Background: an optimization exercise with open tools, aiming at small area. Do not read the settings as production practice.
At most, simulation tests tie the RTL to the original design; equivalence was not proved.

==> v37 <==
==> flow/design.v <==
module rf_aoi222 (
    input  logic a0, b0, a1, b1, a2, b2,
    output logic y
);
    assign y = ~((a0 & b0) | (a1 & b1) | (a2 & b2));
endmodule
module rf_nand2 (
    input  logic a, b,
    output logic y
);
    assign y = ~(a & b);
endmodule
module rf_nand11 (
    input  logic [10:0] n,
    output logic        y
);
    assign y = ~&n;
endmodule
module rf_inv (
    input  logic a,
    output logic y
);
    assign y = ~a;
endmodule
module rf_wbbit (
    input  logic s_alu, s_mem, s_link, rst_n,
    input  logic alu, mem, link,
    output logic bus0, bus1
);
    logic wbd_n;
    rf_aoi222 u_m  (.a0(s_alu), .b0(alu), .a1(s_mem), .b1(mem), .a2(s_link), .b2(link), .y(wbd_n));
    rf_inv    u_b0 (.a(wbd_n), .y(bus0));
    rf_nand2  u_b1 (.a(wbd_n), .b(rst_n), .y(bus1));
endmodule
module rf_rdbit (
    input  logic [31:1] sel,
    input  logic [31:1] d,
    output logic        y
);
    logic [10:0] n;
    for (genvar i = 0; i < 10; i++) begin : g_t
        rf_aoi222 u (.a0(sel[3*i+1]), .b0(d[3*i+1]), .a1(sel[3*i+2]), .b1(d[3*i+2]),
                     .a2(sel[3*i+3]), .b2(d[3*i+3]), .y(n[i]));
    end
    rf_nand2  u31 (.a(sel[31]), .b(d[31]), .y(n[10]));
    rf_nand11 uc  (.n(n), .y(y));
endmodule
module idecode_regfile_pipe #(
    parameter int DATA_W     = 32,
    parameter int ADDR_W     = 5,
    parameter int RESET_MODE = 1,
    parameter int CNT_W      = 16
) (
    input  logic              clock,
    input  logic              reset,
    input  logic [31:0]       instruction,
    input  logic              id_valid,
    input  logic              ld_issue,
    output logic [ADDR_W-1:0] read_register_1_address,
    output logic [DATA_W-1:0] read_data_1,
    output logic [DATA_W-1:0] read_data_2,
    output logic [DATA_W-1:0] sign_extend,
    output logic              stall,
    input  logic              wb_valid,
    input  logic [ADDR_W-1:0] wb_dest,
    input  logic [1:0]        wb_sel,
    input  logic [DATA_W-1:0] alu_result,
    input  logic [DATA_W-1:0] mem_data,
    input  logic [DATA_W-1:0] link_pc,
    output logic [CNT_W-1:0]  stall_count
);
    localparam int NREGS = 1 << ADDR_W;
    logic [5:0]        op;
    logic [15:0]       imm;
    logic [ADDR_W-1:0] rs, rt;
    assign op  = instruction[31:26];
    assign rs  = instruction[21 +: ADDR_W];
    assign rt  = instruction[16 +: ADDR_W];
    assign imm = instruction[15:0];
    assign read_register_1_address = rs;
    logic zext;
    assign zext = (op == 6'b001100) || (op == 6'b001101) || (op == 6'b001110) ||
                  (op == 6'b001011);
    generate
        if (DATA_W > 16) begin : g_ext
            assign sign_extend = zext ? {{(DATA_W-16){1'b0}}, imm}
                                      : {{(DATA_W-16){imm[15]}}, imm};
        end else begin : g_trunc
            assign sign_extend = imm[DATA_W-1:0];
        end
    endgenerate
    logic [NREGS-1:0] sel_rs, sel_rt, sel_wb;
    always_comb begin
        for (int r = 0; r < NREGS; r++) begin
            sel_rs[r] = (rs == ADDR_W'(r));
            sel_rt[r] = (rt == ADDR_W'(r));
            sel_wb[r] = (wb_dest == ADDR_W'(r));
        end
    end
    logic cap, ld_set, ld_clr;
    logic s_alu, s_mem, s_link;
    assign cap    = wb_valid && wb_sel != 2'b11;
    assign s_alu  = !reset && wb_sel == 2'b00;
    assign s_mem  = !reset && wb_sel[0];
    assign s_link = !reset && wb_sel == 2'b10;
    logic [DATA_W-1:0] bus0, bus1;
    generate
        for (genvar b = 0; b < DATA_W; b++) begin : g_wb
            rf_wbbit u_wb (.s_alu(s_alu), .s_mem(s_mem), .s_link(s_link), .rst_n(!reset),
                           .alu(alu_result[b]), .mem(mem_data[b]), .link(link_pc[b]),
                           .bus0(bus0[b]), .bus1(bus1[b]));
        end
    endgenerate
    logic [DATA_W-1:0] regs [1:NREGS-1];
    generate
        for (genvar r = 1; r < NREGS; r++) begin : g_reg
            localparam logic [DATA_W-1:0] RV = (RESET_MODE != 0) ? DATA_W'(r) : '0;
            logic              we;
            logic [DATA_W-1:0] d;
            assign we = reset || (cap && sel_wb[r]);
            for (genvar b = 0; b < DATA_W; b++) begin : g_bit
                assign d[b] = RV[b] ? bus1[b] : bus0[b];
            end
            always_ff @(posedge clock)
                if (we) regs[r] <= d;
        end
    endgenerate
    generate
        for (genvar b = 0; b < DATA_W; b++) begin : g_rd
            logic [NREGS-1:1] col;
            for (genvar r = 1; r < NREGS; r++) begin : g_col
                assign col[r] = regs[r][b];
            end
            rf_rdbit u_rd1 (.sel(sel_rs[NREGS-1:1]), .d(col), .y(read_data_1[b]));
            rf_rdbit u_rd2 (.sel(sel_rt[NREGS-1:1]), .d(col), .y(read_data_2[b]));
        end
    endgenerate
    logic [NREGS-1:1] busy;
    logic busy_rs, busy_rt;
    rf_rdbit u_busy_rs (.sel(sel_rs[NREGS-1:1]), .d(busy), .y(busy_rs));
    rf_rdbit u_busy_rt (.sel(sel_rt[NREGS-1:1]), .d(busy), .y(busy_rt));
    assign stall  = id_valid && (busy_rs || busy_rt);
    assign ld_clr = cap && wb_sel == 2'b01;
    assign ld_set = id_valid && ld_issue && !stall;
    always_ff @(posedge clock) begin
        for (int r = 1; r < NREGS; r++) begin
            if (reset)
                busy[r] <= 1'b0;
            else if (ld_set && sel_rt[r])
                busy[r] <= 1'b1;
            else if (ld_clr && sel_wb[r])
                busy[r] <= 1'b0;
        end
    end
    always_ff @(posedge clock) begin
        if (reset)
            stall_count <= '0;
        else if (stall && stall_count != '1)
            stall_count <= stall_count + CNT_W'(1);
    end
endmodule
==> flow/flow/run.sh <==
#!/bin/bash
# Standard layout (standard.sh), with these changes:
#  - each port gets a plain buf_1 buffer (the default picks a delay cell);
#  - CTS builds its tree from clkbuf_8, with sink clusters of at most 16
#    flip-flops within 50 um, and inserts no dummy loads.
# The make output goes to flow_make.log; ORFS keeps each step's log under orfs/logs.
set -euo pipefail
bash standard.sh \
  "BUFFER_PORTS_ARGS=-buffer_cell sky130_fd_sc_hd__buf_1" \
  "CTS_ARGS=-sink_clustering_enable -repair_clock_nets -sink_clustering_size 16 -sink_clustering_max_diameter 50 -dont_use_dummy_load -buf_list sky130_fd_sc_hd__clkbuf_8" \
  finish > flow_make.log 2>&1
==> flow/standard.sh <==
#!/bin/bash
# synth_recipe.tcl (not shown) runs the flow's synth.tcl, then flattens the netlist and writes it again
# the make line also repeats each setting of config.mk as NAME=value (left out here)
make -C /OpenROAD-flow-scripts/flow DESIGN_CONFIG=/design/flow/config.mk WORK_HOME=/design/flow/orfs CLKGATE_MAP_FILE= SYNTH_SCRIPT=/design/flow/synth_recipe.tcl "${@:-finish}"
==> flow/config.mk <==
export PLATFORM = sky130hd
export DESIGN_NAME = idecode_regfile_pipe
export DESIGN_NICKNAME = idecode_regfile_pipe
export VERILOG_FILES = /design/flow/design.v
export SDC_FILE = /design/flow/constraint.sdc
export NUM_CORES = 4
export LEC_CHECK = 0
export CAP_MARGIN = 20
export CORE_MARGIN = 2
export CORE_UTILIZATION = 55
export SLEW_MARGIN = 20
export SYNTH_HIERARCHICAL = 1
==> flow/constraint.sdc <==
create_clock -name core_clock -period 6.0 [get_ports {clock}]
set_input_delay 1.2000 -clock core_clock [delete_from_list [all_inputs] [get_ports {clock}]]
set_output_delay 1.2000 -clock core_clock [all_outputs]
set_load 0.01 [all_outputs]
==> v8 (differences from v37) <==
--- a/flow/design.v
+++ b/flow/design.v
@@ -17,18 +17,2 @@
     assign y = ~&n;
-endmodule
-module rf_inv (
-    input  logic a,
-    output logic y
-);
-    assign y = ~a;
-endmodule
-module rf_wbbit (
-    input  logic s_alu, s_mem, s_link, rst_n,
-    input  logic alu, mem, link,
-    output logic bus0, bus1
-);
-    logic wbd_n;
-    rf_aoi222 u_m  (.a0(s_alu), .b0(alu), .a1(s_mem), .b1(mem), .a2(s_link), .b2(link), .y(wbd_n));
-    rf_inv    u_b0 (.a(wbd_n), .y(bus0));
-    rf_nand2  u_b1 (.a(wbd_n), .b(rst_n), .y(bus1));
 endmodule
@@ -99,16 +83,15 @@
     end
-    logic cap, ld_set, ld_clr;
-    logic s_alu, s_mem, s_link;
-    assign cap    = wb_valid && wb_sel != 2'b11;
-    assign s_alu  = !reset && wb_sel == 2'b00;
-    assign s_mem  = !reset && wb_sel[0];
-    assign s_link = !reset && wb_sel == 2'b10;
+    logic [DATA_W-1:0] wb_data;
+    logic              cap, ld_set, ld_clr;
+    always_comb begin
+        case (wb_sel)
+            2'b01:   wb_data = mem_data;
+            2'b10:   wb_data = link_pc;
+            default: wb_data = alu_result;
+        endcase
+    end
+    assign cap = wb_valid && wb_sel != 2'b11;
     logic [DATA_W-1:0] bus0, bus1;
-    generate
-        for (genvar b = 0; b < DATA_W; b++) begin : g_wb
-            rf_wbbit u_wb (.s_alu(s_alu), .s_mem(s_mem), .s_link(s_link), .rst_n(!reset),
-                           .alu(alu_result[b]), .mem(mem_data[b]), .link(link_pc[b]),
-                           .bus0(bus0[b]), .bus1(bus1[b]));
-        end
-    endgenerate
+    assign bus0 = reset ? '0 : wb_data;
+    assign bus1 = reset ? '1 : wb_data;
     logic [DATA_W-1:0] regs [1:NREGS-1];
==> flow/run.sh (new file) <==
#!/bin/bash
# synth_recipe.tcl (not shown) runs the flow's synth.tcl, then flattens the netlist and writes it again
# the make line also repeats each setting of config.mk as NAME=value (left out here)
make -C /OpenROAD-flow-scripts/flow DESIGN_CONFIG=/design/flow/config.mk WORK_HOME=/design/flow/orfs CLKGATE_MAP_FILE= SYNTH_SCRIPT=/design/flow/synth_recipe.tcl finish
--- a/flow/config.mk
+++ b/flow/config.mk
@@ -9,3 +9,3 @@
 export CORE_MARGIN = 2
-export CORE_UTILIZATION = 55
+export CORE_UTILIZATION = 40
 export SLEW_MARGIN = 20
removed: flow/flow/run.sh
removed: flow/standard.sh
==> flow_summary.ini <==
[detailed_routing]
via_per_inst = 8.24

[pwr]
p_clk_frac = 0.263

[timing]
finalSetupViolations = 0

[status]
status = timing/DRC/antenna clean

[global_routing]
antenna_found_initial = 4
met2_usage = 0.602
grt_max_degree = 51

[synth]
post_synth.cell_area_avg_um2 = 16.7
The numbers above come from v37.

==> flow_summary.ini <==
[pwr]
pwr_density_cell_nw_per_um2 = 333
finalPower_mw = 17.3
p_clk_frac = 0.379

[timing]
setup_ws_ns = -0.0416
finalSetupViolations = 1

[global_routing]
grt_max_degree = 58
antenna_found_initial = 1

[status]
status = complete, but fails checks
violations = negative setup slack

[clocking]
numCtsBuffers = 105

[synth]
post_synth.cell_area_avg_um2 = 16.3
The numbers above come from v8.

No functional check of the RTL was part of v8.

static timing again, ports no longer ideal:
Ports are ideal in the flow. The routed layouts listed here were re-timed in OpenROAD. Step 1 sets driving cells, clkbuf_16 on the clock port and buf_2 on the other inputs (assumed; they add their load-dependent delay and slew). Step 2 moves the port delays by t, midway between the first and last clock arrival at a register: inputs arrive t later, outputs are due t later. That takes back most of the time a late clock gives input paths. Slacks: no drivers / after step 1 / after step 2; pairs: no drivers / after step 1.
run	t (ns)	setup WS [ns]	worst hold slack (ns)	pins driven straight from the clock port
v37	0.796	0.559 / 0.537 / 0.537	0.498 / 0.498 / 0.498	1
v8	0.762	-0.042 / -0.072 / -0.072	0.506 / 0.506 / 0.506	1
The setup slack of v8, which loses most, moves by -0.030 ns with the drivers and by -0.030 ns with both steps.
